Context: an optimization exercise on an open-source flow, tuned for small area, a short achievable clock period and few clock cycles. The choices shown serve that exercise and are no tape-out recipe. The RTL was checked by simulation tests, not by an equivalence proof against the original design. Power figures rest on the tool's default switching activity, not on a simulated workload.

==> design.v <==
package aidp_pkg;
  localparam int CAPACITY = 32;
  localparam int POS_W    = 6;
  localparam int DATA_W   = 32;
  localparam int STAT_W   = 3;
  localparam int IDX_W    = 5;
  localparam int CNT_W    = 6;
  localparam logic OP_INSERT = 1'b0;
  localparam logic OP_DELETE = 1'b1;
  localparam logic [STAT_W-1:0] ST_ELEMENT    = 3'd0;
  localparam logic [STAT_W-1:0] ST_EMPTY      = 3'd1;
  localparam logic [STAT_W-1:0] ST_BAD_INSERT = 3'd2;
  localparam logic [STAT_W-1:0] ST_BAD_DELETE = 3'd3;
  localparam logic [STAT_W-1:0] ST_FULL       = 3'd4;
endpackage
module array_insert_delete_at_position_unit (
  input  logic                                clk,
  input  logic                                rst_n,
  input  logic                                in_valid,
  output logic                                in_ready,
  input  logic                                in_op,
  input  logic [aidp_pkg::POS_W-1:0]          in_position,
  input  logic signed [aidp_pkg::DATA_W-1:0]  in_value,
  output logic                                out_valid,
  input  logic                                out_ready,
  output logic [aidp_pkg::STAT_W-1:0]         out_status,
  output logic signed [aidp_pkg::DATA_W-1:0]  out_element,
  output logic                                out_last
);
  localparam int W = aidp_pkg::DATA_W;
  localparam logic [2:0] M_FRONT = 3'd0;    
  localparam logic [2:0] M_INS   = 3'd1;    
  localparam logic [2:0] M_DEL   = 3'd2;    
  localparam logic [2:0] M_ROT   = 3'd3;    
  logic [W-1:0] chain [aidp_pkg::CAPACITY];
  localparam int NT = 18;             
  logic [NT-1:0] tap;                  
  logic          e31;                  
  logic [2:0]   mode;
  logic [5:0]   cnt;                   
  logic [4:0]   c;                     
  logic [5:0]   pp;                    
  logic         owe;
  logic [4:0]   ko;                    
  logic         errp;
  logic [2:0]   errs;
  logic         cb_v, ins_pend, in_ready_r;
  logic         cb_op;
  logic [5:0]   cb_pos;
  logic [W-1:0] cb_val;
  logic         d_single, d_empty, d_p1, d_p2, d_p3;
  logic [2:0]   d_stat;
  logic         f_z, f_1, f_2;         
  logic         f_tlo;                 
  logic         f_15, f_16;            
  logic         f_eq;                  
  logic         f_skip;                
  logic         f_end;                 
  logic         f_m;                   
  logic         out_valid_r;
  logic [2:0]   out_status_r;
  logic [W-1:0] out_element_r;
  logic         out_last_r;
  logic front, can_start, start_ins, start_del, start;
  assign front     = (mode == M_FRONT);
  assign can_start = front && cb_v && !d_single && !owe && !errp;
  assign start_ins = can_start && (cb_op == aidp_pkg::OP_INSERT);
  assign start_del = can_start && (cb_op == aidp_pkg::OP_DELETE);
  assign start     = can_start;
  logic take_single, take;
  logic take_empty;
  assign take_single = cb_v && d_single && !errp && (!d_empty || (front && !owe));
  assign take_empty  = take_single && d_empty;
  logic in_ins, in_del, in_rot, is_dskip, el, hold, skip, pass_end;
  logic [4:0] idx;
  assign in_ins   = start_ins || (mode == M_INS);
  assign in_del   = (start_del && !d_p1) || (mode == M_DEL);
  assign is_dskip = start_del && d_p1;    
  assign in_rot   = (mode == M_ROT) ||
                    (front && !start && (owe || ((f_tlo || (e31 && f_16)) && !f_z && !take_empty)));
  assign el       = in_ins || in_del || in_rot;         
  assign idx      = front ? 5'd0 : c;
  assign hold     = start ? (start_ins && d_p1) : ((mode == M_INS) && f_eq);
  assign skip     = start ? (start_del && d_p2) : ((mode == M_DEL) && f_skip);
  assign pass_end = start_ins ? f_z :
                    start_del ? (f_2 && !d_p1) :
                    front     ? (in_rot && f_1) :
                    f_end;
  logic [W-1:0] y;
  logic [W-1:0] x;
  always_comb begin
    x = '0;
    for (int j = 0; j < NT; j++) x = x | (chain[j] & {W{tap[j]}});
  end
  assign y = hold ? cb_val : x;
  logic grow, shrink, e31_eff;
  assign grow    = start_ins && !e31 && f_15;
  assign shrink  = start_del && e31 && f_16;
  assign e31_eff = grow ? 1'b1 : (shrink ? 1'b0 : e31);
  always_ff @(posedge clk) chain[aidp_pkg::CAPACITY-1] <= y;
  for (genvar i = 0; i < aidp_pkg::CAPACITY - 1; i++) begin : g_chain
    if (i == 15) begin : g_entry
      always_ff @(posedge clk) chain[i] <= e31_eff ? chain[i + 1] : y;
    end else begin : g_shift
      always_ff @(posedge clk) chain[i] <= chain[i + 1];
    end
  end
  logic out_free, prod_el, prod_err, el_last;
  logic [5:0] cnt_n;
  assign cnt_n    = start_ins  ? cnt + 6'd1 :
                    start_del  ? cnt - 6'd1 :
                    take_empty ? 6'd0 : cnt;
  assign out_free = !out_valid_r || out_ready;
  assign el_last  = pass_end;
  assign prod_el  = out_free && el && (start || (owe && (front ? (ko == 5'd0) : f_m)));
  assign prod_err = out_free && errp && !owe;
  logic cb_busy_n, ins_pend_n;
  assign take        = in_valid && in_ready_r;
  assign ins_pend_n  = (start_ins && !d_p1) || (ins_pend && !hold);
  assign cb_busy_n   = take || (cb_v && !start && !take_single) || ins_pend_n;
  logic [NT-1:0] tap_end;
  logic          tlo_end;
  always_comb begin
    for (int j = 0; j < NT; j++) begin
      if (start_ins)      tap_end[j] = e31_eff ? (cnt == 6'(31 - j)) : (cnt == 6'(15 - j));
      else if (start_del) tap_end[j] = e31_eff ? (cnt == 6'(33 - j)) : (cnt == 6'(17 - j));
      else                tap_end[j] = e31_eff ? (cnt == 6'(32 - j)) : (cnt == 6'(16 - j));
    end
    if (start_ins)      tlo_end = e31_eff ? (cnt >= 6'd30) : (cnt >= 6'd14);
    else if (start_del) tlo_end = e31_eff ? 1'b0 : (cnt >= 6'd16);
    else                tlo_end = e31_eff ? (cnt >= 6'd31) : (cnt >= 6'd15);
  end
  logic f_z_n, f_1_n, f_2_n, f_15_n, f_16_n, tlo_n, f_eq_n, f_skip_n, f_end_n, f_m_n;
  logic park;
  logic [5:0] c2;
  assign park = front && !start && !in_rot && !f_z;
  assign c2   = {1'b0, c} + 6'd2;
  always_comb begin
    f_z_n = start_ins ? 1'b0 : (take_empty ? 1'b1 : f_z);
    f_1_n = start_ins ? f_z : (start_del ? f_2 : (take_empty ? 1'b0 : f_1));
    f_2_n = start_ins ? f_1 : (start_del ? (cnt == 6'd3) : (take_empty ? 1'b0 : f_2));
    f_15_n = start_ins ? (cnt == 6'd14) : (start_del ? f_16 : (take_empty ? 1'b0 : f_15));
    f_16_n = start_ins ? f_15 : (start_del ? (cnt == 6'd17) : (take_empty ? 1'b0 : f_16));
    if (pass_end)        tlo_n = tlo_end;
    else if (hold || park) tlo_n = |tap[2:0];
    else if (skip)       tlo_n = 1'b0;
    else                 tlo_n = f_tlo;
    if (start_ins)      f_end_n = f_1;
    else if (is_dskip)  f_end_n = f_2;
    else if (start_del) f_end_n = (cnt == 6'd3);
    else if (front)     f_end_n = f_2;
    else                f_end_n = (c2 == cnt);
    f_eq_n   = start ? d_p2 : (c2 == pp + 6'd1);
    f_skip_n = start ? (start_del && !d_p1 && d_p3) : (c2 == pp);
    if (prod_el)    f_m_n = 1'b1;
    else if (start) f_m_n = is_dskip;
    else if (front) f_m_n = (ko == 5'd1);
    else            f_m_n = (ko == c + 5'd1);
  end
  logic [NT-1:0] tap_n;
  logic [4:0]  c_n;
  logic [2:0] mode_n;
  logic [5:0] pp_n;
  logic [4:0] ko_n;
  logic       owe_n;
  always_comb begin
    if (pass_end)                                   tap_n = tap_end;
    else if (hold)                                  tap_n = {1'b0, tap[NT-1:1]};
    else if (skip)                                  tap_n = {tap[NT-2:0], 1'b0};
    else if (park)                                  tap_n = {1'b0, tap[NT-1:1]};    
    else                                            tap_n = tap;
    c_n = idx + 5'd1;
    if (pass_end) begin
      mode_n = M_FRONT;
    end else if (front) begin
      if (start_ins)      mode_n = M_INS;
      else if (is_dskip)  begin
        mode_n = M_DEL;
        c_n    = 5'd0;
      end
      else if (start_del) mode_n = M_DEL;
      else if (in_rot)    mode_n = M_ROT;
      else                mode_n = M_FRONT;
    end else begin
      mode_n = mode;
    end
    if (start) pp_n = cb_pos - 6'd1;
    else       pp_n = pp;
    if (prod_el) begin
      owe_n = !el_last;
      ko_n  = idx + 5'd1;
    end else if (start) begin
      owe_n = 1'b1;
      ko_n  = 5'd0;
    end else begin
      owe_n = owe;
      ko_n  = ko;
    end
  end
  always_ff @(posedge clk) begin
    if (!rst_n) begin
      mode        <= M_FRONT;
      tap         <= NT'(1);
      e31         <= 1'b0;
      f_15        <= 1'b0;
      f_16        <= 1'b0;
      cnt         <= 6'd0;
      owe         <= 1'b0;
      errp        <= 1'b0;
      cb_v        <= 1'b0;
      ins_pend    <= 1'b0;
      in_ready_r  <= 1'b1;
      out_valid_r <= 1'b0;
      f_z         <= 1'b1;
      f_1         <= 1'b0;
      f_2         <= 1'b0;
      f_tlo       <= 1'b0;
    end else begin
      mode       <= mode_n;
      tap        <= tap_n;
      e31        <= e31_eff;
      f_15       <= f_15_n;
      f_16       <= f_16_n;
      cnt        <= cnt_n;
      owe        <= owe_n;
      cb_v       <= take || (cb_v && !start && !take_single);
      ins_pend   <= ins_pend_n;
      in_ready_r <= !cb_busy_n;
      f_z   <= f_z_n;
      f_1   <= f_1_n;
      f_2   <= f_2_n;
      f_tlo <= tlo_n;
      if (prod_err) errp <= 1'b0;
      if (take_single) begin
        errp <= 1'b1;
        errs <= d_stat;
      end
      if (prod_el || prod_err) out_valid_r <= 1'b1;
      else if (out_ready)      out_valid_r <= 1'b0;
    end
  end
  always_ff @(posedge clk) begin
    c      <= c_n;
    pp     <= pp_n;
    ko     <= ko_n;
    f_eq   <= f_eq_n;
    f_skip <= f_skip_n;
    f_end  <= f_end_n;
    f_m    <= f_m_n;
  end
  always_ff @(posedge clk) begin
    if (take) begin
      cb_op  <= in_op;
      cb_pos <= in_position;
      cb_val <= in_value;
      d_p1   <= (in_position == 6'd1);
      d_p2   <= (in_position == 6'd2);
      d_p3   <= (in_position == 6'd3);
      if (in_op == aidp_pkg::OP_INSERT) begin
        d_empty <= 1'b0;
        if (in_position == 6'd0 || {1'b0, in_position} > {1'b0, cnt} + 7'd1) begin
          d_single <= 1'b1;
          d_stat   <= aidp_pkg::ST_BAD_INSERT;
        end else if (cnt == 6'd32) begin
          d_single <= 1'b1;
          d_stat   <= aidp_pkg::ST_FULL;
        end else begin
          d_single <= 1'b0;
          d_stat   <= aidp_pkg::ST_FULL;
        end
      end else begin
        if (in_position == 6'd0 || in_position > cnt) begin
          d_single <= 1'b1;
          d_empty  <= 1'b0;
          d_stat   <= aidp_pkg::ST_BAD_DELETE;
        end else if (cnt == 6'd1) begin
          d_single <= 1'b1;
          d_empty  <= 1'b1;
          d_stat   <= aidp_pkg::ST_EMPTY;
        end else begin
          d_single <= 1'b0;
          d_empty  <= 1'b0;
          d_stat   <= aidp_pkg::ST_EMPTY;
        end
      end
    end
  end
  always_ff @(posedge clk) begin
    if (out_free) begin
      if (prod_err) begin
        out_status_r  <= errs;
        out_element_r <= '0;
        out_last_r    <= 1'b1;
      end else begin
        out_status_r  <= aidp_pkg::ST_ELEMENT;
        out_element_r <= y;
        out_last_r    <= el_last;
      end
    end
  end
  assign in_ready    = in_ready_r;
  assign out_valid   = out_valid_r;
  assign out_status  = out_status_r;
  assign out_element = out_element_r;
  assign out_last    = out_last_r;
endmodule
==> run.sh <==
#!/bin/bash
# synth_recipe.tcl (not shown) runs the flow's synth.tcl, then flattens the netlist and writes it again
# the make line also repeats each setting of config.mk as NAME=value (left out here)
make -C /OpenROAD-flow-scripts/flow DESIGN_CONFIG=/design/flow/config.mk WORK_HOME=/design/flow/orfs CLKGATE_MAP_FILE= SYNTH_SCRIPT=/design/flow/synth_recipe.tcl finish
==> config.mk <==
export PLATFORM = sky130hd
export DESIGN_NAME = array_insert_delete_at_position_unit
export DESIGN_NICKNAME = array_insert_delete_at_position_unit
export VERILOG_FILES = /design/flow/design.v
export SDC_FILE = /design/flow/constraint.sdc
export NUM_CORES = 4
export LEC_CHECK = 0
export CAP_MARGIN = 20
export CORE_MARGIN = 2
export CORE_UTILIZATION = 60
export CTS_CLUSTER_DIAMETER = 80
export CTS_CLUSTER_SIZE = 24
export PLACE_DENSITY = 0.7
export SETUP_SLACK_MARGIN = 2.6
export SLEW_MARGIN = 20
==> constraint.sdc <==
create_clock -name core_clock -period 5.0 [get_ports {clk}]
set_input_delay 1.0000 -clock core_clock [delete_from_list [all_inputs] [get_ports {clk}]]
set_output_delay 1.0000 -clock core_clock [all_outputs]
set_load 0.01 [all_outputs]
==> out/results.txt, run 1 <==
setup violators final: 0
Fillers: 3573
total number of vias: 18000
largest net degree at the start of global routing: 41
endpoints failing hold: 0
Die Ht: 233 um
Yosys cell types: 69
Synthesis Warnings: 2
post-route minimum period: 2.49 ns
final worst path period share: 49.8%
Post-synth ARST share: 0%
Multi-input gate area: 7030 um^2
VDD IR max: 362 uV
CTS Buf Count: 54
Total Routed Length: 67.7 mm
Least-Margin Pin Slew: 0.924 ns
DRT antenna net count: 0
post-layout power: 21.7 mW
Seq cells post-synth: 1168
routability cong.: 0.911
first-iteration detailed-routing DRC count: 1328
setup_tns: 0 ns
initial antenna violation count: 0
area occupied by registers: 24400 um^2
share of the synthesized area in the top cell type: 68.1%
Setup Crit Path Kind: reg -> reg
placed insts: 2953
final worst setup slack: 2.51 ns
boundary pin count: 81
layout cell share with drive strength beyond 1: 11.2%
Yosys top cell by area: dfxtp_1
Pre-antenna DRT Iters: 5
port bufs: 80
Post-Layout Cell Count: 3094
Clock transition at path regs: 0.10 ns
Final Hold Slack: 0.321 ns
full die area: 54400 um^2
post-DR vias/cell: 5.83
CP Max Fanout: 6
EDFF count, synth: 96
worst r2r dst: tap[1]
leakage power total: 13.7 nW
CTS tree: built
CTS Sinks: 1168
FP Rows: 83
Synth area leaders: dfxtp_1, edfxtp_1, a22oi_1, a221oi_1, a22o_1
WL/cell: 21.9 um
startpoint class of the critical path: flop
Syn Inst Count: 2285
R2R Path Start: errp
top-count cell post-synth: dfxtp_1
GRT Resource Usage Total: 24.9%
Mapped Nets: 2349
Mapped Area: 31500 um^2
r2r worst-path depth: 7
sequential area share after synthesis: 77.2%
Die W: 233 um
fmax: 402 MHz
Worst setup EP type: flop
clock latency (worst-skew pair): 0.64 ns
Cell Pwr Density: 613 nW/um^2
vias in the first global route: 18000
total core area: 51600 um^2
R2R setup slack: 2.51 ns
final net count: 2449
gr ovfl total: 0
slew margin rel.: 38.2%
Arrival @ worst endpoint: 3.02 ns
clk root buf: clkbuf_16
pre-CTS setup slack: 1.62 ns
Initial Utilization: 61.1%
DRC: 0
global-route wire length before repair: 103 mm
Layout area overhead: 12.2%
maxcap violations: 0
# hold bufs at CTS: 0
Critical Path End: tap[1]
H-Tree Level Count: 2
Synth Flop Type: dfxtp_1
CP required: 5.53 ns
Worst Setup SP: errp
skew final: 0.0265 ns
Clock Path Buffers: 3
final number of max-transition violations: 0
HP Class: reg -> reg
syn avg cell area: 13.8 um^2
unrepaired setup endpoints after global routing: yes
outcome: no timing/DRC/antenna violations
top cells by count, synth: dfxtp_1, a22oi_1, nor2_1
Post-DP HPWL: 38.0 mm
## worst min-delay path by stage
| stage | startpoint | endpoint | cells past startpoint |
|---|---|---|---|
| after floorplan | chain[18][0] | chain[17][0] | 0 |
| final | chain[31][9] | chain[30][9] | 0 |
| after CTS | chain[31][9] | chain[30][9] | 0 |
| after global placement | chain[30][16] | chain[29][16] | 0 |
| after detailed placement | chain[19][23] | chain[18][23] | 0 |
| after global routing | chain[31][9] | chain[30][9] | 0 |
## cells by family (layout without fill, tap and decap cells)
group	Yosys count	in the layout	share of synthesized area [%]
buffers and inverters	145	270	1.81
XOR/XNOR	32	32	0.889
multiplexers	53	53	1.82
flip-flops	1168	1168	77.2
other	0	1	0
AND/OR/NAND/NOR	382	383	5.99
AO/OA/AOI/OAI	484	486	11.4
adder cells (fa/ha/maj)	21	21	0.834
## through the flow
step	util, %	area, um^2
3_3_place_gp	64.0	33000
6_report	68.5	35400
3_5_place_dp	64.1	33100
5_1_grt	68.5	35400
2_1_floorplan	-	31600
4_1_cts	67.9	35100
## power breakdown
| group | internal, mW | leakage, nW | switching [mW] |
|---|---|---|---|
| clock network | 2.07 | 0.733 | 2.72 |
| registers | 13.0 | 9.81 | 1.46 |
| logic | 1.04 | 3.13 | 1.40 |
| total | 16.1 | 13.7 | 5.59 |
## cells in the final DEF (no fill, tap or decap), types with 16 or more instances in the layout
cell type           n
xnor2_1            16
edfxtp_1           96
nand2_1            54
buf_4              71
ha_1               17
and2_1             39
nand3_1            62
o21ai_0            20
nand4_1            41
clkbuf_16          55
a22o_1             64
clkbuf_1           25
dfxtp_1          1056
mux2_2             32
a221oi_1           65
a21oi_1            59
dlygate4sd2_1      38
mux2i_1            18
clkdlybuf4s50_1    39
nor2_1            114
a22oi_1           168
## timing repair
action,in CTS,in global routing
setup buffers,36,17
setup endpoints to repair,182,85
cloned,2,1
pin swaps,17,22
endpoints found under the hold margin,0,0
resized for setup,104,45
## flip-flops by register name, summed over array words and instances, names as in the netlist, 2 cells and up
register / cells
c: 5
cnt: 6
ko: 5
cb_val: 32
chain: 1024
mode: 2
errs: 3
d_stat: 3
cb_pos: 6
tap: 18
out_element_r: 32
pp: 6
out_status_r: 3
## final cells by class
class	count	area share, %
Inverter	20	0.276
Sequential cell	1168	68.9
Clock buffer	81	4.20
Tap cell	680	2.41
Antenna cell	1	0.00708
Timing Repair Buffer	166	4.20
Multi-Input combinational cell	975	19.9
Clock inverter	3	0.106
## worst max-delay path, cell delays in order, from the launching register on
cell and delay (ns):
dfxtp_1 0.39, or4b_4 0.62, nor3_4 0.19, buf_6 0.12, a221o_4 0.28, mux2i_4 0.35
o22ai_1 0.14, o221a_2 0.28
## metal layers
metal | up-vias | part of all wire, % | global-route usage (%) | routed length [um]
met1 | 8807 | 44 | 34.8 | 29900
met4 | 0 | 3.5 | 9.10 | 2380
met2 | 701 | 45 | 39.5 | 30700
li1 | 8338 | - | - | -
met5 | - | 0 | 0 | 0
met3 | 180 | 7.0 | 3.75 | 4730
Testbench counts, summed over its fixed seeds: cycles 41,175.
==> run 2: changes to the inputs <==
--- a/config.mk
+++ b/config.mk
@@ -11,5 +11,5 @@
 export CTS_CLUSTER_DIAMETER = 80
 export CTS_CLUSTER_SIZE = 24
 export PLACE_DENSITY = 0.7
-export SETUP_SLACK_MARGIN = 2.6
+export SETUP_SLACK_MARGIN = 2.45
 export SLEW_MARGIN = 20
==> out/results.txt, run 2 <==
WL/cell: 22.1 um (+1.0%)
Post-synth ARST share: 0% (unchanged)
Pre-antenna DRT Iters: 8 (+3)
FP Rows: 83 (unchanged)
Least-Margin Pin Slew: 0.987 ns (+0.0629 ns)
Layout area overhead: 12.2% (about the same)
DRT antenna net count: 0 (unchanged)
routability cong.: 0.897 (-1.5%)
area occupied by registers: 24400 um^2 (about the same)
outcome: no timing/DRC/antenna violations
largest registers: chain: 1024 flops, cb_val: 32 flops, out_element_r: 32 flops
initial antenna violation count: 0 (unchanged)
boundary pin count: 81 (unchanged)
EDFF count, synth: 96 (unchanged)
Worst setup EP type: flop
antenna cells: 0 (-1)
unrepaired setup endpoints after global routing: yes
gr ovfl total: 0 (unchanged)
Initial Utilization: 61.1% (unchanged)
Fillers: 3634 (+1.7%)
Reg with most FFs: chain
total core area: 51600 um^2 (unchanged)
most common cell after layout, fill and taps aside: dfxtp_1
clk root buf: clkbuf_16
Die W: 233 um (unchanged)
Clock transition at path regs: 0.09 ns (about the same)
HP Class: reg -> reg
CTS Sinks: 1168 (unchanged)
slew margin rel.: 34.0% (-4.2 points)
Cell Pwr Density: 614 nW/um^2 (+0.18%)
Yosys top cell by area: dfxtp_1
share of the synthesized area in the top cell type: 68.1% (unchanged)
final number of max-transition violations: 0 (unchanged)
GRT Resource Usage Total: 24.9% (+0.073 points)
clock latency (worst-skew pair): 0.65 ns (about the same)
Total Routed Length: 68.4 mm (+1.0%)
Setup Crit Path Kind: reg -> reg
Mapped Area: 31500 um^2 (unchanged)
syn avg cell area: 13.8 um^2 (unchanged)
port bufs: 80 (unchanged)
maxcap violations: 0 (unchanged)
final worst path period share: 50.5% (+0.76 points)
DR top layer: met4
DRC: 0 (unchanged)
final net count: 2448 (-0.041%)
total number of vias: 17900 (-0.66%)
Post-DP HPWL: 39.4 mm (+3.9%)
top-count cell post-synth: dfxtp_1
global-route wire length before repair: 103 mm (-0.13%)
Synth Flop Type: dfxtp_1
layout cell share with drive strength beyond 1: 9.98% (-1.3 points)
full die area: 54400 um^2 (unchanged)
post-layout power: 21.7 mW (+0.23%)
Clock Path Buffers: 3 (unchanged)
CTS Buf Count: 55 (+1.9%)
CP required: 5.49 ns (-0.04 ns)
post-DR vias/cell: 5.79 (-0.69%)
startpoint class of the critical path: flop
WL met2: 31.1 mm (+1.4%)
largest net degree at the start of global routing: 37 (-9.8%)
endpoints failing hold: 0 (unchanged)
vias in the first global route: 17600 (-2.2%)
DR WL met3: 5.10 mm (+7.9%)
Final Hold Slack: 0.317 ns (-0.00360 ns)
Arrival @ worst endpoint: 3.02 ns (about the same)
skew final: 0.0251 ns (-0.00137 ns)
leakage power total: 13.8 nW (+0.78%)
Synthesis Warnings: 2 (unchanged)
fmax: 396 MHz (-1.5%)
post-route minimum period: 2.53 ns (+0.0379 ns)
routed metal-1 wire length: 30.7 mm (+2.8%)
Syn Inst Count: 2285 (unchanged)
top cells by count, synth: dfxtp_1, a22oi_1, nor2_1
H-Tree Level Count: 2 (unchanged)
VDD IR max: 375 uV (+3.6%)
Die Ht: 233 um (unchanged)
setup_tns: 0 ns (unchanged)
first-iteration detailed-routing DRC count: 1682 (+27%)
Yosys cell types: 69 (unchanged)
most frequent cells in the layout: dfxtp_1, a22oi_1, nor2_1, edfxtp_1
Seq cells post-synth: 1168 (unchanged)
sequential area share after synthesis: 77.2% (unchanged)
Multi-input gate area: 6900 um^2 (-1.8%)
Mapped Nets: 2349 (unchanged)
setup violators final: 0 (unchanged)
max reg flops: 1024 (unchanged)
Synth area leaders: dfxtp_1, edfxtp_1, a22oi_1, a221oi_1, a22o_1
CTS tree: built
R2R setup slack: 2.47 ns (-0.04 ns)
CP Max Fanout: 21 (+15)
run 2: logic make-up (layout without fill, tap and decap cells):
kind of cell | Yosys count | after routing | share of synthesized area [%]
adder cells (fa/ha/maj) | 21 | 21 | 0.834
multiplexers | 53 | 53 | 1.82
XOR/XNOR | 32 | 32 | 0.889
flip-flops | 1168 | 1168 | 77.2
buffers and inverters | 145 | 273 | 1.81
AND/OR/NAND/NOR | 382 | 382 | 5.99
AO/OA/AOI/OAI | 484 | 486 | 11.4
run 2: worst max-delay path, cell delays in order (launching register included):
cell and delay [ns]:
edfxtp_1 0.42, buf_4 0.32, clkinv_1 0.11, buf_4 0.21, a221o_4 0.52, buf_12 0.16
buf_12 0.13, nand3_1 0.06, o21ai_0 0.11, a311oi_2 0.20, o211ai_1 0.13
run 2: layer usage:
| metal | vias to the layer above | track usage, % |
|---|---|---|
| met1 | 8800 | 35.8 |
| met2 | 651 | 39.6 |
| met4 | 0 | 6.63 |
| met3 | 119 | 3.87 |
| met5 | - | 0 |
| li1 | 8337 | - |
run 2: cell type report:
type / instances / area share [%]
sequential: 1168 / 68.9
multi-input combinational: 974 / 19.5
timing repair buffer: 165 / 4.51
clock buffer: 82 / 4.18
tap: 680 / 2.41
inverter: 20 / 0.258
clock inverter: 6 / 0.248
run 2: power breakdown:
group          total, mW  switching [mW]  leakage (nW)  internal [mW]
Combinational       2.44            1.40          3.22           1.03
Clock               4.86            2.78         0.744           2.08
Sequential          14.4            1.46          9.81           13.0
Total               21.7            5.64          13.8           16.1
run 2: metrics by stage:
step                      instance area (um^2)  instances  setup WS (ns)  utilization (%)
after floorplan                          31500       2285           2.37                -
after global placement                   33000       2959           1.77             64.0
after detailed placement                 33000       2960           1.74             64.0
after CTS                                34800       3063           2.42             67.5
after global routing                     35400       3095           2.39             68.5
final                                    35400       3095           2.47             68.5
run 2: final timing paths:
check	to	cells past startpoint	from
max reg2reg	tap[0]	10	d_stat[0]
min reg2reg	chain[30][4]	0	chain[31][4]
max	tap[0]	10	d_stat[0]
min	chain[30][4]	0	chain[31][4]
run 2: timing repair:
action | in CTS | in global routing
setup buffers | 14 | 29
setup endpoints to repair | 139 | 50
hold buffers | 0 | 0
gates resized for setup | 64 | 57
pin swaps | 4 | 14
gates cloned | 1 | 3
==> run 3: changes to the inputs <==
--- a/design.v
+++ b/design.v
@@ -118,17 +118,34 @@
   assign take        = in_valid && in_ready_r;
   assign ins_pend_n  = (start_ins && !d_p1) || (ins_pend && !hold);
   assign cb_busy_n   = take || (cb_v && !start && !take_single) || ins_pend_n;
-  logic [NT-1:0] tap_end;
-  logic          tlo_end;
+  logic          in_rot_c, pe_c, hold_c, skip_c, park_c;
+  logic [NT-1:0] tap_si, tap_sd, tap_c, tap_end;
+  logic          tlo_si, tlo_sd, tlo_c, tlo_end;
+  assign in_rot_c = (mode == M_ROT) ||
+                    (front && (owe || ((f_tlo || (e31 && f_16)) && !f_z && !take_empty)));
+  assign pe_c     = front ? (in_rot_c && f_1) : f_end;
+  assign hold_c   = (mode == M_INS) && f_eq;
+  assign skip_c   = (mode == M_DEL) && f_skip;
+  assign park_c   = front && !in_rot_c && !f_z;
   always_comb begin
-    for (int j = 0; j < NT; j++) begin
-      if (start_ins)      tap_end[j] = e31_eff ? (cnt == 6'(31 - j)) : (cnt == 6'(15 - j));
-      else if (start_del) tap_end[j] = e31_eff ? (cnt == 6'(33 - j)) : (cnt == 6'(17 - j));
-      else                tap_end[j] = e31_eff ? (cnt == 6'(32 - j)) : (cnt == 6'(16 - j));
-    end
-    if (start_ins)      tlo_end = e31_eff ? (cnt >= 6'd30) : (cnt >= 6'd14);
-    else if (start_del) tlo_end = e31_eff ? 1'b0 : (cnt >= 6'd16);
-    else                tlo_end = e31_eff ? (cnt >= 6'd31) : (cnt >= 6'd15);
+    for (int j = 0; j < NT; j++) tap_end[j] = e31 ? (cnt == 6'(32 - j)) : (cnt == 6'(16 - j));
+    tlo_end = e31 ? (cnt >= 6'd31) : (cnt >= 6'd15);
+    if (f_z)       tap_si = NT'(1) << 15;
+    else if (d_p1) tap_si = {1'b0, tap[NT-1:1]};
+    else           tap_si = tap;
+    tlo_si = f_z ? 1'b0 : (d_p1 ? |tap[2:0] : f_tlo);
+    if (f_2 && !d_p1) tap_sd = NT'(1) << 15;
+    else if (d_p2)    tap_sd = {tap[NT-2:0], 1'b0};
+    else              tap_sd = tap;
+    tlo_sd = (f_2 && !d_p1) || d_p2 ? 1'b0 : f_tlo;
+    if (pe_c)                  tap_c = tap_end;
+    else if (hold_c || park_c) tap_c = {1'b0, tap[NT-1:1]};
+    else if (skip_c)           tap_c = {tap[NT-2:0], 1'b0};
+    else                       tap_c = tap;
+    if (pe_c)                  tlo_c = tlo_end;
+    else if (hold_c || park_c) tlo_c = |tap[2:0];
+    else if (skip_c)           tlo_c = 1'b0;
+    else                       tlo_c = f_tlo;
   end
   logic f_z_n, f_1_n, f_2_n, f_15_n, f_16_n, tlo_n, f_eq_n, f_skip_n, f_end_n, f_m_n;
   logic park;
@@ -141,10 +158,7 @@
     f_2_n = start_ins ? f_1 : (start_del ? (cnt == 6'd3) : (take_empty ? 1'b0 : f_2));
     f_15_n = start_ins ? (cnt == 6'd14) : (start_del ? f_16 : (take_empty ? 1'b0 : f_15));
     f_16_n = start_ins ? f_15 : (start_del ? (cnt == 6'd17) : (take_empty ? 1'b0 : f_16));
-    if (pass_end)        tlo_n = tlo_end;
-    else if (hold || park) tlo_n = |tap[2:0];
-    else if (skip)       tlo_n = 1'b0;
-    else                 tlo_n = f_tlo;
+    tlo_n = !start ? tlo_c : ((cb_op == aidp_pkg::OP_INSERT) ? tlo_si : tlo_sd);
     if (start_ins)      f_end_n = f_1;
     else if (is_dskip)  f_end_n = f_2;
     else if (start_del) f_end_n = (cnt == 6'd3);
@@ -164,11 +178,7 @@
   logic [4:0] ko_n;
   logic       owe_n;
   always_comb begin
-    if (pass_end)                                   tap_n = tap_end;
-    else if (hold)                                  tap_n = {1'b0, tap[NT-1:1]};
-    else if (skip)                                  tap_n = {tap[NT-2:0], 1'b0};
-    else if (park)                                  tap_n = {1'b0, tap[NT-1:1]};    
-    else                                            tap_n = tap;
+    tap_n = !start ? tap_c : ((cb_op == aidp_pkg::OP_INSERT) ? tap_si : tap_sd);
     c_n = idx + 5'd1;
     if (pass_end) begin
       mode_n = M_FRONT;
--- a/config.mk
+++ b/config.mk
@@ -11,5 +11,5 @@
 export CTS_CLUSTER_DIAMETER = 80
 export CTS_CLUSTER_SIZE = 24
 export PLACE_DENSITY = 0.7
-export SETUP_SLACK_MARGIN = 2.45
+export SETUP_SLACK_MARGIN = 2.6
 export SLEW_MARGIN = 20
==> out/results.txt, run 3 <==
Clock Path Buffers: 3 (unchanged)
H-Tree Level Count: 2 (unchanged)
initial antenna violation count: 0 (unchanged)
final core utilization: 67.3% (-1.2 points)
max reg flops: 1024 (unchanged)
Least-Margin Pin Slew: 0.934 ns (-0.0524 ns)
Syn Inst Count: 2244 (-1.8%)
final number of max-transition violations: 0 (unchanged)
routability cong.: 0.871 (-3.0%)
Total Routed Length: 64.5 mm (-5.8%)
Mapped Nets: 2308 (-1.7%)
unrepaired setup endpoints after global routing: yes
Reg with most FFs: chain
final net count: 2361 (-3.6%)
Mapped Area: 31400 um^2 (-0.36%)
Initial Utilization: 61.0% (-0.098 points)
VDD IR max: 443 uV (+18%)
most frequent cells in the layout: dfxtp_1, a22oi_1, nor2_1, edfxtp_1
Post-synth ARST share: 0% (unchanged)
HP Class: reg -> reg
Post-DP HPWL: 37.0 mm (-6.1%)
skew final: 0.0234 ns (-0.00169 ns)
maxcap violations: 0 (unchanged)
Die W: 233 um (-0.18%)
largest registers: chain: 1024 flops, cb_val: 32 flops, out_element_r: 32 flops
Clock transition at path regs: 0.10 ns (about the same)
syn avg cell area: 14.0 um^2 (+1.5%)
boundary pin count: 81 (unchanged)
Cell Pwr Density: 661 nW/um^2 (+7.7%)
Yosys top cell by area: dfxtp_1
Crit path buffers/inverters: 1 (-4)
global-route wire length before repair: 98.7 mm (-4.3%)
full die area: 54200 um^2 (-0.36%)
slew margin rel.: 37.5% (+3.5 points)
outcome: no timing/DRC/antenna violations
Final Hold Slack: 0.320 ns (+0.00279 ns)
post-DR vias/cell: 5.74 (-0.73%)
Synth Flop Type: dfxtp_1
Die Ht: 233 um (-0.18%)
EDFF count, synth: 96 (unchanged)
GRT Resource Usage Total: 23.7% (-1.2 points)
fmax: 419 MHz (+5.8%)
pre-CTS setup slack: 1.81 ns (+0.0765 ns)
Worst setup EP type: output port
sequential area share after synthesis: 77.5% (+0.28 points)
clk root buf: clkbuf_16
Area after DPL: 32800 um^2 (-0.76%)
CTS Buf Count: 54 (-1.8%)
clock latency (worst-skew pair): 0.64 ns (about the same)
CTS tree: built
# hold bufs at CTS: 0 (unchanged)
Post-Layout Cell Count: 3006 (-2.9%)
share of the synthesized area in the top cell type: 68.3% (+0.25 points)
total number of vias: 17300 (-3.6%)
first-iteration detailed-routing DRC count: 1330 (-21%)
worst path cell trace: clkdlybuf4s15_1
compound-gate portion of the synthesized area: 11.3% (-0.098 points)
top-count cell post-synth: dfxtp_1
layout cell share with drive strength beyond 1: 9.25% (-0.73 points)
WL/cell: 21.4 um (-3.0%)
largest net degree at the start of global routing: 40 (+8.1%)
Setup Crit Path Kind: reg -> out
leakage power total: 13.3 nW (-3.3%)
Arrival @ worst endpoint: 1.39 ns (-1.63 ns)
post-route minimum period: 2.39 ns (-0.138 ns)
CTS Sinks: 1168 (unchanged)
DRC: 0 (unchanged)
FP Rows: 83 (unchanged)
mux share of post-synthesis cell area: 1.69% (-0.12 points)
placed insts: 2900 (-2.0%)
endpoints failing hold: 0 (unchanged)
Pre-antenna DRT Iters: 6 (-2)
gr ovfl total: 0 (unchanged)
vias in the first global route: 17100 (-2.6%)
CP Max Fanout: 1 (-95%)
fraction of the mapped netlist area in adder cells: 0.869% (+0.035 points)
Layout area overhead: 10.4%
final worst path period share: 47.8% (-2.8 points)
Post-Synth XOR/XNOR Area: 1.06% (+0.17 points)
setup_tns: 0 ns (unchanged)
total core area: 51500 um^2 (-0.20%)
Synth area leaders: dfxtp_1, edfxtp_1, a22oi_1, a221oi_1, a22o_1
largest family of logic cells by synthesized area: compound AO/OA/AOI/OAI gates
CP required: 4.00 ns (-1.49 ns)
final worst setup slack: 2.61 ns (+0.138 ns)
delay-heaviest family, CP: flip-flops
Seq cells post-synth: 1168 (unchanged)
DRT antenna net count: 0 (unchanged)
crit path max-delay cell type: edfxtp_1
Design Area, Final: 34700 um^2 (-2.0%)
Worst path max stage delay: 0.48 ns (-0.04 ns)
port bufs: 80 (unchanged)
most common cell after layout, fill and taps aside: dfxtp_1
setup violators final: 0 (unchanged)
Yosys cell types: 66 (-4.3%)
Synthesis Warnings: 2 (unchanged)
startpoint class of the critical path: flop
post-layout power: 22.9 mW (+5.5%)
top cells by count, synth: dfxtp_1, a22oi_1, nor2_1
simple-gate share of the synthesized area: 5.58% (-0.41 points)
## run 3: worst paths after layout
kind                           from                to  slack [ns]  cells after the start
setup / recovery  out_element_r[30]   out_element[30]        2.61                      1
hold / removal         chain[26][2]      chain[25][2]        0.32                      0
setup reg to reg            tap[10]  out_element_r[5]        2.66                      7
hold reg to reg        chain[26][2]      chain[25][2]        0.32                      0
## run 3: power breakdown
group          leakage [nW]  internal, mW  switching (mW)
combinational          2.64          1.27            1.48
clock                 0.719          2.05            2.69
sequential             9.97          13.6            1.78
## run 3: cells by family (layout without fill, tap and decap cells)
family                     count (synthesis)  count (layout)
and+or+nand+nor                          342             342
adders and majority gates                 22              22
buffers and inverters                    149             229
other                                      0               1
DFF                                     1168            1168
xor gates and xnor gates                  38              38
muxes                                     49              49
AOI/OAI and AO/OA                        476             477
## run 3: metal layers
layer,vias to the layer above,global-route usage (%),wire length (um)
li1,8098,-,-
met1,8427,33.5,29000
met2,588,37.9,29400
met3,152,3.42,4130
met4,0,7.98,1920
met5,-,0,0
## run 3: what timing repair did
item / CTS / global route
gates cloned: 1 / 1
pin swaps: 3 / 8
endpoints found under the hold margin: 0 / 0
setup endpoints to repair: 156 / 91
resized for setup: 63 / 36
buffers inserted: 6 / 13
## run 3: area by class of cell
| type | instances | area [um^2] |
|---|---|---|
| inverter | 19 | 85.1 |
| timing repair buffer | 126 | 1200 |
| multi-input combinational | 928 | 6630 |
| sequential | 1168 | 24400 |
| fill | 3745 | 16900 |
| clock buffer | 82 | 1480 |
| clock inverter | 2 | 17.5 |
| antenna | 1 | 2.50 |
| tap | 680 | 851 |
Testbench counts of run 3, summed over its fixed seeds: cycles 41,175.
==> run 4: changes to the inputs <==
--- a/config.mk
+++ b/config.mk
@@ -11,5 +11,5 @@
 export CTS_CLUSTER_DIAMETER = 80
 export CTS_CLUSTER_SIZE = 24
 export PLACE_DENSITY = 0.7
-export SETUP_SLACK_MARGIN = 2.6
+export SETUP_SLACK_MARGIN = 2.75
 export SLEW_MARGIN = 20
==> out/results.txt, run 4 <==
fmax: 440 MHz (+5.0%)
Seq cells post-synth: 1168 (unchanged)
Total Routed Length: 65.6 mm (+1.7%)
setup_tns: 0 ns (unchanged)
Synth area leaders: dfxtp_1, edfxtp_1, a22oi_1, a221oi_1, a22o_1
Arrival @ worst endpoint: 2.78 ns (+1.39 ns)
total core area: 51500 um^2 (unchanged)
hold path cells: 0 (unchanged)
VDD IR max: 450 uV (+1.5%)
final number of max-transition violations: 0 (unchanged)
Area after DPL: 32800 um^2 (+0.11%)
FP Rows: 83 (unchanged)
antenna cells: 0 (-1)
Reg with most FFs: chain
WL/cell: 21.7 um (+1.0%)
Post-DP HPWL: 37.2 mm (+0.38%)
# hold bufs at CTS: 0 (unchanged)
final worst path period share: 45.5% (-2.3 points)
post-DR vias/cell: 5.75 (+0.15%)
slew margin rel.: 47.3% (+9.8 points)
Layout area overhead: 11.9%
Die Ht: 233 um (unchanged)
CTS tree: built
largest registers: chain: 1024 flops, cb_val: 32 flops, out_element_r: 32 flops
total number of vias: 17400 (+0.82%)
Clock Path Buffers: 3 (unchanged)
Post-Layout Cell Count: 3026 (+0.67%)
hold path start: chain[24][31]
Die W: 233 um (unchanged)
full die area: 54200 um^2 (unchanged)
worst r2r dst: out_element_r[23]
unrepaired setup endpoints after global routing: yes
Initial Utilization: 61.0% (unchanged)
most frequent cells in the layout: dfxtp_1, a22oi_1, edfxtp_1, nor2_1
Design Area, Final: 35100 um^2 (+1.4%)
CTS Sinks: 1168 (unchanged)
post-route minimum period: 2.27 ns (-0.114 ns)
setup violators final: 0 (unchanged)
DRT antenna net count: 0 (unchanged)
startpoint class of the critical path: flop
HP Class: reg -> reg
skew final: 0.0197 ns (-0.00374 ns)
clk root buf: clkbuf_16
final worst setup slack: 2.73 ns (+0.114 ns)
final core utilization: 68.2% (+0.93 points)
R2R Path Start: mode[0]
GR Util met3: 3.08% (-0.34 points)
final net count: 2382 (+0.89%)
layout cell share with drive strength beyond 1: 14.0% (+4.7 points)
gr ovfl total: 0 (unchanged)
global-route wire length before repair: 100 mm (+1.6%)
most common cell after layout, fill and taps aside: dfxtp_1
Post-synth ARST share: 0% (unchanged)
pre-CTS setup slack: 1.77 ns (-0.0464 ns)
Yosys cell types: 66 (unchanged)
leakage power total: 13.5 nW (+1.2%)
grt met2 use: 38.4% (+0.46 points)
first-iteration detailed-routing DRC count: 1513 (+14%)
global route hottest layer: met2
Mapped Nets: 2308 (unchanged)
Mapped Area: 31400 um^2 (unchanged)
endpoints failing hold: 0 (unchanged)
GRT Resource Usage Total: 24.1% (+0.34 points)
initial antenna violation count: 0 (unchanged)
Synth Flop Type: dfxtp_1
vias in the first global route: 17300 (+0.95%)
largest net degree at the start of global routing: 39 (-2.5%)
top cells by count, synth: dfxtp_1, a22oi_1, nor2_1
routability cong.: 0.863 (-0.84%)
H-Tree Level Count: 2 (unchanged)
CP Max Fanout: 14 (+13)
Setup Crit Path Kind: reg -> reg
top-count cell post-synth: dfxtp_1
share of the synthesized area in the top cell type: 68.3% (unchanged)
r2r worst-path depth: 7 (unchanged)
placed insts: 2901 (+0.034%)
met1 GRT Util: 34.6% (+1.1 points)
CTS Buf Count: 54 (unchanged)
Hold EP: chain[23][31]
R2R setup slack: 2.73 ns (+0.07 ns)
DRC: 0 (unchanged)
EDFF count, synth: 96 (unchanged)
port bufs: 80 (unchanged)
Least-Margin Pin Slew: 0.784 ns (-0.150 ns)
outcome: no timing/DRC/antenna violations
Yosys top cell by area: dfxtp_1
maxcap violations: 0 (unchanged)
Syn Inst Count: 2244 (unchanged)
Pre-antenna DRT Iters: 5 (-1)
Worst setup EP type: flop
Cell Pwr Density: 660 nW/um^2 (-0.15%)
sequential area share after synthesis: 77.5% (unchanged)
syn avg cell area: 14.0 um^2 (unchanged)
Clock transition at path regs: 0.10 ns (about the same)
CP required: 5.51 ns (+1.51 ns)
max reg flops: 1024 (unchanged)
Synthesis Warnings: 2 (unchanged)
boundary pin count: 81 (unchanged)
clock latency (worst-skew pair): 0.63 ns (about the same)
## run 4: cell counts after synthesis
No cell type changed its count.
## run 4: how the worst max path moves through the flow
stage                          from           endpoint  slack [ns]  cells past startpoint
after global routing       d_single   out_element_r[8]        2.67                      8
after floorplan           out_ready         out_last_r        2.60                      5
after detailed placement  out_ready         out_last_r        1.77                      5
after CTS                   mode[1]   out_element_r[6]        2.70                      8
after global placement    out_ready         out_last_r        1.89                      5
final                       mode[0]  out_element_r[23]        2.73                      7
## run 4: critical path, stage by stage (launching register included)
cell	delay (ns)
dfxtp_4	0.38
buf_4	0.16
and3b_2	0.32
a21oi_4	0.46
bufbuf_16	0.41
nor2_1	0.05
a21oi_1	0.20
and2_1	0.17
## run 4: timing repair
item / 4_1_cts / 5_1_grt
resized for setup: 227 / 69
gates cloned: 5 / 2
setup buffers: 23 / 11
pin swaps: 11 / 9
setup endpoints to repair: 216 / 92
## run 4: area by class of cell
cell class	count	area (um^2)
Clock buffer	81	1500
Clock inverter	3	65.1
Fill cell	3663	16400
Inverter	19	81.3
Multi-Input combinational cell	930	6930
Sequential cell	1168	24400
Tap cell	680	851
Timing Repair Buffer	144	1290
Timing Repair inverter	1	5.00
## run 4: per-stage QoR
stage          hold slack [ns]  power [mW]
2_1_floorplan            0.310        16.7
3_3_place_gp             0.310        18.1
3_5_place_dp             0.312        18.3
4_1_cts                  0.323        23.2
5_1_grt                  0.329        24.3
6_report                 0.319        23.2
## run 4: kinds of logic (layout without fill, tap and decap cells)
kind of cell | count (synthesis) | count (layout) | synth area share [%]
AOI/OAI and AO/OA | 476 | 479 | 11.3
xor gates and xnor gates | 38 | 38 | 1.06
adders and majority gates | 22 | 22 | 0.869
buffers and inverters | 149 | 248 | 1.96
DFF | 1168 | 1168 | 77.5
muxes | 49 | 49 | 1.69
and+or+nand+nor | 342 | 342 | 5.58
## run 4: where the power goes
group	internal, mW	switching (mW)
registers	13.7	1.82
logic	1.34	1.53
clock network	2.13	2.73
## run 4: metal layers
metal | share of wire, % | vias to the layer above
li1 | - | 8154
met1 | 46 | 8562
met2 | 46 | 560
met3 | 5.8 | 130
met4 | 2.5 | 0
met5 | 0 | -
==> run 5: changes to the inputs <==
--- a/config.mk
+++ b/config.mk
@@ -5,6 +5,7 @@
 export SDC_FILE = /design/flow/constraint.sdc
 export NUM_CORES = 4
 export LEC_CHECK = 0
+export ABC_AREA = 1
 export CAP_MARGIN = 20
 export CORE_MARGIN = 2
 export CORE_UTILIZATION = 60
==> out/results.txt, run 5 <==
outcome: no timing/DRC/antenna violations
Total Routed Length: 71.5 mm (+9.0%)
Final Hold Slack: 0.311 ns (-0.00755 ns)
share of the synthesized area in the top cell type: 66.4% (-2.0 points)
H-Tree Level Count: 2 (unchanged)
Syn Inst Count: 2884 (+29%)
top cells by count, synth: dfxtp_1, nand2_1, nor2_1
CTS Buf Count: 55 (+1.9%)
maxcap violations: 0 (unchanged)
setup violators final: 0 (unchanged)
Die Ht: 236 um (+1.5%)
Pre-antenna DRT Iters: 8 (+3)
final net count: 3048 (+28%)
skew final: 0.0332 ns (+0.0135 ns)
Yosys top cell by area: dfxtp_1
HP Class: reg -> reg
initial antenna violation count: 2 (+2)
Arrival @ worst endpoint: 2.62 ns (-0.16 ns)
Initial Utilization: 60.3% (-0.63 points)
simple-gate share of the synthesized area: 16.6% (+11 points)
Cell Pwr Density: 666 nW/um^2 (+0.85%)
CP required: 5.37 ns (-0.14 ns)
post-layout power: 24.0 mW (+3.3%)
full die area: 55800 um^2 (+2.9%)
Least-Margin Pin Slew: 0.712 ns (-0.0724 ns)
largest net degree at the start of global routing: 37 (-5.1%)
placed insts: 3572 (+23%)
gr ovfl total: 0 (unchanged)
CTS Sinks: 1168 (unchanged)
Clock transition at path regs: 0.10 ns (about the same)
total core area: 53600 um^2 (+4.1%)
setup_tns: 0 ns (unchanged)
boundary pin count: 81 (unchanged)
Post-Synth XOR/XNOR Area: 0.758% (-0.30 points)
DRC: 0 (unchanged)
Post-DP HPWL: 40.6 mm (+9.1%)
final worst path period share: 44.9% (-0.58 points)
Mapped Nets: 2948 (+28%)
Layout area overhead: 11.3%
compound-gate portion of the synthesized area: 3.52% (-7.8 points)
leakage power total: 15.0 nW (+11%)
Setup Crit Path Kind: reg -> reg
routability cong.: 0.920 (+6.5%)
Synthesis Warnings: 2 (unchanged)
fraction of the mapped netlist area in adder cells: 0.813% (-0.056 points)
Fillers: 4095 (+12%)
post-DR vias/cell: 5.37 (-6.7%)
WL/cell: 19.3 um (-11%)
Post-synth ARST share: 0% (unchanged)
EDFF count, synth: 96 (unchanged)
sequential area share after synthesis: 75.3% (-2.2 points)
pre-CTS setup slack: 1.83 ns (+0.0588 ns)
endpoints failing hold: 0 (unchanged)
first-iteration detailed-routing DRC count: 1714 (+13%)
Worst setup EP type: flop
Yosys cell types: 47 (-29%)
port bufs: 80 (unchanged)
area occupied by registers: 24400 um^2 (about the same)
most frequent cells in the layout: dfxtp_1, nand2_1, nor2_1, inv_1, nand4_1
Die W: 236 um (+1.5%)
startpoint class of the critical path: flop
R2R setup slack: 2.75 ns (+0.03 ns)
Synth area leaders: dfxtp_1, nand2_1, edfxtp_1, nand4_1, nand3_1
vias in the first global route: 19500 (+13%)
Synth Flop Type: dfxtp_1
Clock Path Buffers: 3 (unchanged)
Multi-input gate area: 7270 um^2 (+4.9%)
most common cell after layout, fill and taps aside: dfxtp_1
CTS tree: built
Reg with most FFs: chain
DRT antenna net count: 0 (unchanged)
Mapped Area: 32300 um^2 (+3.0%)
VDD IR max: 455 uV (+0.96%)
# hold bufs at CTS: 0 (unchanged)
final worst setup slack: 2.75 ns (+0.0289 ns)
top-count cell post-synth: dfxtp_1
post-route minimum period: 2.25 ns (-0.0289 ns)
fmax: 445 MHz (+1.3%)
syn avg cell area: 11.2 um^2 (-20%)
mux share of post-synthesis cell area: 0% (-1.7 points)
largest family of logic cells by synthesized area: simple AND/OR/NAND/NOR gates
CP Max Fanout: 19 (+5)
Post-Layout Cell Count: 3710 (+23%)
final number of max-transition violations: 0 (unchanged)
max reg flops: 1024 (unchanged)
Seq cells post-synth: 1168 (unchanged)
global-route wire length before repair: 111 mm (+11%)
FP Rows: 85 (+2.4%)
GRT Resource Usage Total: 25.8% (+1.7 points)
clock latency (worst-skew pair): 0.65 ns (+0.02 ns)
unrepaired setup endpoints after global routing: yes
slew margin rel.: 52.6% (+5.3 points)
layout cell share with drive strength beyond 1: 9.13% (-4.9 points)
clk root buf: clkbuf_16
total number of vias: 19900 (+14%)
largest registers: chain: 1024 flops, cb_val: 32 flops, out_element_r: 32 flops
[run 5: cell count changes after synthesis, sizes merged, moves of 40 or more]
cell / previous run / this run
inv: 17 / 132
a22oi: 180 / 0
nand2: 39 / 785
a221oi: 65 / 25
nand4: 40 / 113
a22o: 65 / 14
[run 5: metal layers]
| metal | vias up | routed length, um | GRT usage, % |
|---|---|---|---|
| met3 | 144 | 5330 | 4.22 |
| met4 | 0 | 1800 | 7.38 |
| met5 | - | 0 | 0 |
| met2 | 704 | 31700 | 40.5 |
| met1 | 9566 | 32700 | 37.2 |
| li1 | 9506 | - | - |
[run 5: critical path, stage by stage (launching register included)]
cell	delay [ns]
dfxtp_4	0.37
inv_4	0.05
nand2_8	0.07
buf_4	0.14
clkinv_1	0.33
nand3_4	0.30
nand2_8	0.14
clkinv_8	0.13
o21bai_2	0.13
or2_2	0.31
[run 5: logic make-up after synthesis]
logic type	after synthesis
DFF	1168
buffers and inverters	248
adders and majority gates	21
AOI/OAI and AO/OA	184
and+or+nand+nor	1235
xor gates and xnor gates	28
[run 5: timing repair]
item / CTS / global route
pin swaps: 15 / 15
gates resized for setup: 209 / 43
endpoints found under the setup margin: 230 / 77
buffers inserted: 23 / 21
cloned: 6 / 0
[run 5: worst paths after layout]
path | from | to | depth (start not counted)
setup / recovery | mode[0] | out_last_r | 9
hold / removal | chain[28][16] | chain[27][16] | 0
setup reg to reg | mode[0] | out_last_r | 9
hold reg to reg | chain[28][16] | chain[27][16] | 0
[run 5: where the power goes]
| part | total (mW) | switching, mW | leakage (nW) | internal, mW |
|---|---|---|---|---|
| sequential | 15.6 | 1.76 | 9.97 | 13.9 |
| combinational | 3.46 | 2.21 | 4.28 | 1.25 |
| clock | 4.87 | 2.76 | 0.757 | 2.11 |
| total | 24.0 | 6.74 | 15.0 | 17.2 |
[run 5: layout make-up]
type / count / area share [%]
tap: 696 / 2.42
antenna: 1 / 0.00695
timing repair inverter: 3 / 0.0730
inverter: 135 / 1.67
sequential: 1168 / 67.8
clock buffer: 81 / 4.18
clock inverter: 5 / 0.191
timing repair buffer: 152 / 3.48
multi-input combinational: 1469 / 20.2
[run 5: metrics by stage]
| step | util [%] | instance area, um^2 |
|---|---|---|
| floorplan | - | 32400 |
| global placement | 63.0 | 33800 |
| detailed placement | 63.0 | 33800 |
| CTS | 66.5 | 35700 |
| global route | 67.2 | 36000 |
| finish | 67.2 | 36000 |
==> run 6: changes to the inputs <==
--- a/config.mk
+++ b/config.mk
@@ -5,12 +5,11 @@
 export SDC_FILE = /design/flow/constraint.sdc
 export NUM_CORES = 4
 export LEC_CHECK = 0
-export ABC_AREA = 1
 export CAP_MARGIN = 20
 export CORE_MARGIN = 2
 export CORE_UTILIZATION = 60
 export CTS_CLUSTER_DIAMETER = 80
 export CTS_CLUSTER_SIZE = 24
 export PLACE_DENSITY = 0.7
-export SETUP_SLACK_MARGIN = 2.75
+export SETUP_SLACK_MARGIN = 2.95
 export SLEW_MARGIN = 20
==> out/results.txt, run 6 <==
placed insts: 2903 (-19%)
post-layout power: 23.6 mW (-1.6%)
syn avg cell area: 14.0 um^2 (+25%)
Layout area overhead: 15.7%
slew margin rel.: 46.6% (-6.0 points)
Reg with most FFs: chain
CP Max Fanout: 1 (-18)
area occupied by registers: 24400 um^2 (+0.11%)
worst path cell trace: buf_6
post-DR vias/cell: 5.86 (+9.1%)
leakage power total: 13.9 nW (-7.3%)
Pint: 17.3 mW (+0.51%)
Synth Flop Type: dfxtp_1
Setup Crit Path Kind: reg -> out
H-Tree Level Count: 2 (unchanged)
final worst path period share: 46.7% (+1.8 points)
final number of max-transition violations: 0 (unchanged)
clk root buf: clkbuf_16
Post-synth ARST share: 0% (unchanged)
Crit path buffers/inverters: 1 (-3)
Synthesis Warnings: 2 (unchanged)
Total Routed Length: 69.2 mm (-3.2%)
post-route minimum period: 2.33 ns (+0.0889 ns)
Multi-input gate area: 7460 um^2 (+2.6%)
Syn Inst Count: 2244 (-22%)
Net Sw Power: 6.28 mW (-6.9%)
Worst setup EP type: output port
gr ovfl total: 0 (unchanged)
Worst path max stage delay: 0.52 ns (+0.15 ns)
total core area: 51500 um^2 (-3.9%)
Yosys top cell by area: dfxtp_1
Post-Layout Cell Count: 3062 (-17%)
Die W: 233 um (-1.4%)
Mapped Nets: 2308 (-22%)
final worst setup slack: 2.67 ns (-0.0889 ns)
vias in the first global route: 18000 (-7.9%)
routability cong.: 0.888 (-3.4%)
layout cell share with drive strength beyond 1: 18.1% (+9.0 points)
global-route wire length before repair: 106 mm (-4.7%)
Die Ht: 233 um (-1.4%)
crit path max-delay cell type: edfxtp_1
first-iteration detailed-routing DRC count: 1489 (-13%)
top-count cell post-synth: dfxtp_1
Least-Margin Pin Slew: 0.794 ns (+0.0820 ns)
outcome: no timing/DRC/antenna violations
VDD IR max: 434 uV (-4.4%)
CP required: 4.00 ns (-1.37 ns)
Clock transition at path regs: 0.09 ns (about the same)
CTS Sinks: 1168 (unchanged)
final net count: 2418 (-21%)
full die area: 54200 um^2 (-2.9%)
FP Rows: 83 (-2.4%)
port bufs: 80 (unchanged)
most frequent cells in the layout: dfxtp_1, a22oi_1, edfxtp_1, a22o_1, a221oi_1
Yosys cell types: 66 (+40%)
setup_tns: 0 ns (unchanged)
Seq cells post-synth: 1168 (unchanged)
GRT Resource Usage Total: 25.7% (-0.074 points)
largest net degree at the start of global routing: 40 (+8.1%)
fmax: 428 MHz (-3.8%)
WL/cell: 22.6 um (+17%)
startpoint class of the critical path: flop
endpoints failing hold: 0 (unchanged)
Clock Path Buffers: 3 (unchanged)
clock latency (worst-skew pair): 0.66 ns (about the same)
Mapped Area: 31400 um^2 (-2.9%)
CTS tree: built
Initial Utilization: 61.0% (+0.63 points)
boundary pin count: 81 (unchanged)
Sw Ratio: 26.6% (-1.5 points)
initial antenna violation count: 1 (-1)
HP Class: reg -> reg
skew final: 0.0398 ns (+0.00668 ns)
most common cell after layout, fill and taps aside: dfxtp_1
Final Hold Slack: 0.311 ns (-0.000742 ns)
part of the power in combinational logic: 13.4% (-1.0 points)
max reg flops: 1024 (unchanged)
Pre-antenna DRT Iters: 7 (-1)
EDFF count, synth: 96 (unchanged)
CTS Buf Count: 55 (unchanged)
share of the synthesized area in the top cell type: 68.3% (+2.0 points)
setup violators final: 0 (unchanged)
Fillers: 3474 (-15%)
maxcap violations: 0 (unchanged)
sequential area share after synthesis: 77.5% (+2.2 points)
Arrival @ worst endpoint: 1.33 ns (-1.29 ns)
sequential share of power: 65.7% (+0.5 points)
Post-DP HPWL: 37.2 mm (-8.3%)
delay-heaviest family, CP: flip-flops
pre-CTS setup slack: 1.81 ns (-0.0171 ns)
total number of vias: 17900 (-9.9%)
DRC: 0 (unchanged)
top cells by count, synth: dfxtp_1, a22oi_1, nor2_1
unrepaired setup endpoints after global routing: yes
largest registers: chain: 1024 flops, cb_val: 32 flops, out_element_r: 32 flops
Synth area leaders: dfxtp_1, edfxtp_1, a22oi_1, a221oi_1, a22o_1
DRT antenna net count: 0 (unchanged)
antenna cells: 0 (-1)
clock share of power: 20.9% (+0.6 points)
Cell Pwr Density: 650 nW/um^2 (-2.4%)
[run 6: cell types whose count changed in the layout (fill, tap and decap cells not counted), sizes merged, moves of 33 or more]
cell    previous run  this run
nand4            113        40
or2               35         2
nand2            786        39
a22o              14        65
and2               6        41
a22oi              0       180
nand3             98        59
mux2               0        33
a221oi            25        65
inv              131        16
[run 6: repair_timing]
item	in CTS	in global routing
pin swaps	21	22
cloned	17	0
resized for setup	416	54
setup endpoints to repair	218	185
buffers inserted	35	22
hold buffers	0	0
[run 6: final cells by class]
cell class / count / share of cell area (%)
Sequential cell: 1168 / 67.3
Multi-Input combinational cell: 931 / 20.5
Timing Repair Buffer: 179 / 5.21
Clock buffer: 79 / 4.10
Tap cell: 680 / 2.34
Clock inverter: 6 / 0.296
Inverter: 19 / 0.234
[run 6: per-stage QoR]
step | utilization, % | area (um^2)
2_1_floorplan | - | 31500
3_3_place_gp | 63.8 | 32900
3_5_place_dp | 63.8 | 32900
4_1_cts | 69.8 | 35900
5_1_grt | 70.5 | 36300
6_report | 70.5 | 36300
[run 6: power by group through the flow]
| stage | Sequential (mW) | Combinational [mW] | Clock (mW) |
|---|---|---|---|
| 2_1_floorplan | 14.8 | 1.84 | 0 |
| 3_3_place_gp | 15.5 | 2.66 | 0 |
| 3_5_place_dp | 15.6 | 2.72 | 0 |
| 4_1_cts | 15.5 | 3.03 | 5.02 |
| 5_1_grt | 15.9 | 3.41 | 5.34 |
| 6_report | 15.5 | 3.16 | 4.94 |
[run 6: cell families after synthesis]
group	Yosys count	share of synthesized area, %
flops	1168	77.5
compound gates	476	11.3
simple gates	342	5.58
buf+inv	149	1.96
mux	49	1.69
xor+xnor	38	1.06
fa+ha+maj	22	0.869
[run 6: layer usage]
layer / global-route usage (%) / vias up / share of wire, %
met1: 35.9 / 8857 / 44
met3: 3.98 / 143 / 6.8
li1: - / 8240 / -
met2: 41.4 / 700 / 47
met5: 0 / - / 0
met4: 8.34 / 0 / 2.9
[run 6: worst paths after layout]
path,to,cells after the start,slack (ns),start
worst max-delay path,out_element[21],1,2.67,out_element_r[21]
worst min-delay path,chain[23][9],0,0.31,chain[24][9]
worst max register to register,chain[15][13],13,2.68,d_single
worst min register to register,chain[23][9],0,0.31,chain[24][9]
==> run 7: changes to the inputs <==
--- a/config.mk
+++ b/config.mk
@@ -11,5 +11,5 @@
 export CTS_CLUSTER_DIAMETER = 80
 export CTS_CLUSTER_SIZE = 24
 export PLACE_DENSITY = 0.7
-export SETUP_SLACK_MARGIN = 2.95
+export SETUP_SLACK_MARGIN = 2.82
 export SLEW_MARGIN = 20
==> out/results.txt, run 7 <==
maxcap violations: 0 (unchanged)
final core utilization: 69.7% (-0.78 points)
routability cong.: 0.864 (-2.7%)
Least-Margin Pin Slew: 0.730 ns (-0.0637 ns)
crit path max-delay cell type: edfxtp_1
CP required: 4.00 ns (about the same)
final worst path period share: 46.5% (-0.15 points)
gr ovfl total: 0 (unchanged)
port bufs: 80 (unchanged)
startpoint class of the critical path: flop
Clock Path Buffers: 3 (unchanged)
Multi-input gate area: 7280 um^2 (-2.5%)
fmax: 430 MHz (+0.31%)
clk root buf: clkbuf_16
vias in the first global route: 17600 (-2.0%)
Reg with most FFs: chain
layout cell share with drive strength beyond 1: 16.5% (-1.6 points)
Arrival @ worst endpoint: 1.33 ns (about the same)
WL met2: 31.3 mm (-3.0%)
top-count cell post-synth: dfxtp_1
clock latency (worst-skew pair): 0.64 ns (-0.02 ns)
routed metal-1 wire length: 30.3 mm (about the same)
boundary pin count: 81 (unchanged)
DR top layer: met4
Syn Inst Count: 2244 (unchanged)
Synth area leaders: dfxtp_1, edfxtp_1, a22oi_1, a221oi_1, a22o_1
endpoints failing hold: 0 (unchanged)
unrepaired setup endpoints after global routing: yes
pre-CTS setup slack: 1.80 ns (-0.0122 ns)
HP Class: reg -> reg
CTS Buf Count: 54 (-1.8%)
VDD IR max: 406 uV (-6.6%)
Pre-antenna DRT Iters: 5 (-2)
most frequent cells in the layout: dfxtp_1, a22oi_1, edfxtp_1, nor2_1
top cells by count, synth: dfxtp_1, a22oi_1, nor2_1
Mapped Area: 31400 um^2 (unchanged)
Total Routed Length: 67.8 mm (-2.0%)
Fillers: 3552 (+2.2%)
global-route wire length before repair: 102 mm (-3.9%)
EDFF count, synth: 96 (unchanged)
share of the synthesized area in the top cell type: 68.3% (unchanged)
post-layout power: 23.4 mW (-0.87%)
Post-synth ARST share: 0% (unchanged)
sequential area share after synthesis: 77.5% (unchanged)
WL/cell: 22.2 um (-1.9%)
skew final: 0.0288 ns (-0.0111 ns)
outcome: no timing/DRC/antenna violations
Post-DP HPWL: 37.0 mm (-0.61%)
Mapped Nets: 2308 (unchanged)
post-route minimum period: 2.33 ns (-0.00730 ns)
setup_tns: 0 ns (unchanged)
final number of max-transition violations: 0 (unchanged)
DR WL met3: 4.60 mm (-2.9%)
max reg flops: 1024 (unchanged)
post-DR vias/cell: 5.80 (-1.0%)
total core area: 51500 um^2 (unchanged)
Clock transition at path regs: 0.10 ns (about the same)
most common cell after layout, fill and taps aside: dfxtp_1
H-Tree Level Count: 2 (unchanged)
Yosys top cell by area: dfxtp_1
area occupied by registers: 24400 um^2 (about the same)
Die Ht: 233 um (unchanged)
delay-heaviest family, CP: flip-flops
Seq cells post-synth: 1168 (unchanged)
Synth Flop Type: dfxtp_1
slew margin rel.: 50.9% (+4.3 points)
Synthesis Warnings: 2 (unchanged)
Worst path max stage delay: 0.51 ns (about the same)
DRC: 0 (unchanged)
total number of vias: 17700 (-1.2%)
largest registers: chain: 1024 flops, cb_val: 32 flops, out_element_r: 32 flops
Crit path buffers/inverters: 1 (unchanged)
Cell Pwr Density: 651 nW/um^2 (+0.24%)
GRT Resource Usage Total: 24.6% (-1.1 points)
leakage power total: 13.8 nW (-0.79%)
setup violators final: 0 (unchanged)
largest net degree at the start of global routing: 40 (unchanged)
initial antenna violation count: 0 (-1)
DRT antenna net count: 0 (unchanged)
Die W: 233 um (unchanged)
worst path cell trace: buf_6
FP Rows: 83 (unchanged)
first-iteration detailed-routing DRC count: 1469 (-1.3%)
syn avg cell area: 14.0 um^2 (unchanged)
final net count: 2413 (-0.21%)
Initial Utilization: 61.0% (unchanged)
antenna cells: 0 (unchanged)
Setup Crit Path Kind: reg -> out
final worst setup slack: 2.67 ns (+0.00730 ns)
# hold bufs at CTS: 0 (unchanged)
Yosys cell types: 66 (unchanged)
full die area: 54200 um^2 (unchanged)
CTS Sinks: 1168 (unchanged)
CP Max Fanout: 1 (unchanged)
Layout area overhead: 14.4%
CTS tree: built
Worst setup EP type: output port
## run 7: changes by cell type in the layout (fill, tap and decap cells not counted), moves of 5 or more
cell     change
dfxtp_1      +5
a21oi_1     +12
buf_16       -7
mux2_4       +6
a21oi_2     -11
nor2_2       +5
dfxtp_2      -6
mux2_2       -6
nor2_4       -7
## run 7: kinds of logic after synthesis
group | share of synthesized area [%]
flip-flops | 77.5
AO/OA/AOI/OAI | 11.3
AND/OR/NAND/NOR | 5.58
buffers and inverters | 1.96
multiplexers | 1.69
XOR/XNOR | 1.06
adder cells (fa/ha/maj) | 0.869
## run 7: repair_timing
action / CTS / global route
resized for setup: 272 / 148
setup endpoints to repair: 185 / 119
setup buffers: 34 / 22
pin swaps: 15 / 13
gates cloned: 7 / 7
## run 7: area by class of cell
type,count,share of cell area [%]
multi-input cells,930,20.3
clock inverters,2,0.0627
inverters,19,0.226
clock buffers,81,4.07
flip-flops and latches,1168,68.0
repair buffers,176,5.00
well taps,680,2.37
## run 7: per-stage QoR
stage	hold WS (ns)	std cells	instance area, um^2
2_1_floorplan	0.310	2244	31500
3_5_place_dp	0.312	2903	32800
6_report	0.325	3056	35900
3_3_place_gp	0.310	2903	32800
4_1_cts	0.326	3027	34900
5_1_grt	0.332	3056	35900
## run 7: final timing paths
path,startpoint,to,slack [ns],cells after the start
worst max-delay path,out_last_r,out_last,2.67,1
worst min-delay path,chain[21][18],chain[20][18],0.33,0
worst max register to register,d_single,tap[2],2.74,7
worst min register to register,chain[21][18],chain[20][18],0.33,0
## run 7: layer usage
metal,vias to the layer above,global-route usage [%]
li1,8207,-
met1,8804,35.2
met2,589,39.3
met3,123,3.60
met4,0,6.73
met5,-,0
## run 7: power by group
part           total [mW]  internal (mW)  leakage, nW  switching (mW)
Combinational        3.19           1.55         3.12            1.63
Clock                4.75           2.03        0.715            2.71
Sequential           15.4           13.6         9.97            1.80

port drivers added, routing unchanged:
No port has a modelled driver above. Below, the same layouts with a new extraction and two added sets of constraints. Step 1: set_driving_cell puts a clkbuf_16 on clk and a buf_2 on each other input, an assumption about the parent block. Step 2, shift: input delay + t, output delay - t, t = (earliest + latest rising clock arrival at the registers) / 2. This alone moves slack from input paths to output paths. Slacks: ideal / step 1 / step 2; pairs: ideal / step 1.
run | shift t [ns] | slack for setup (ns) | hold WS [ns] | slew at the worst register clock pin (ns) | cell pins on the clock port's net
run 1 | 0.692 | 2.511 / 2.511 / 2.045 | 0.321 / 0.321 / 0.321 | 0.10 / 0.10 | 1
run 2 | 0.702 | 2.473 / 2.434 / 1.907 | 0.317 / 0.317 / 0.317 | 0.10 / 0.10 | 1
run 3 | 0.684 | 2.612 / 2.552 / 2.077 | 0.320 / 0.320 / 0.320 | 0.10 / 0.10 | 1
run 4 | 0.684 | 2.726 / 2.721 / 2.170 | 0.319 / 0.319 / 0.319 | 0.10 / 0.10 | 1
run 5 | 0.690 | 2.754 / 2.704 / 2.100 | 0.311 / 0.311 / 0.311 | 0.10 / 0.10 | 1
run 6 | 0.695 | 2.665 / 2.606 / 2.307 | 0.311 / 0.311 / 0.311 | 0.10 / 0.10 | 1
run 7 | 0.681 | 2.673 / 2.614 / 2.179 | 0.325 / 0.325 / 0.325 | 0.10 / 0.10 | 1
After both steps setup and hold are still met in every run listed. The setup slack of run 5, which loses most, moves by -0.050 ns with the drivers and by -0.654 ns with both steps.
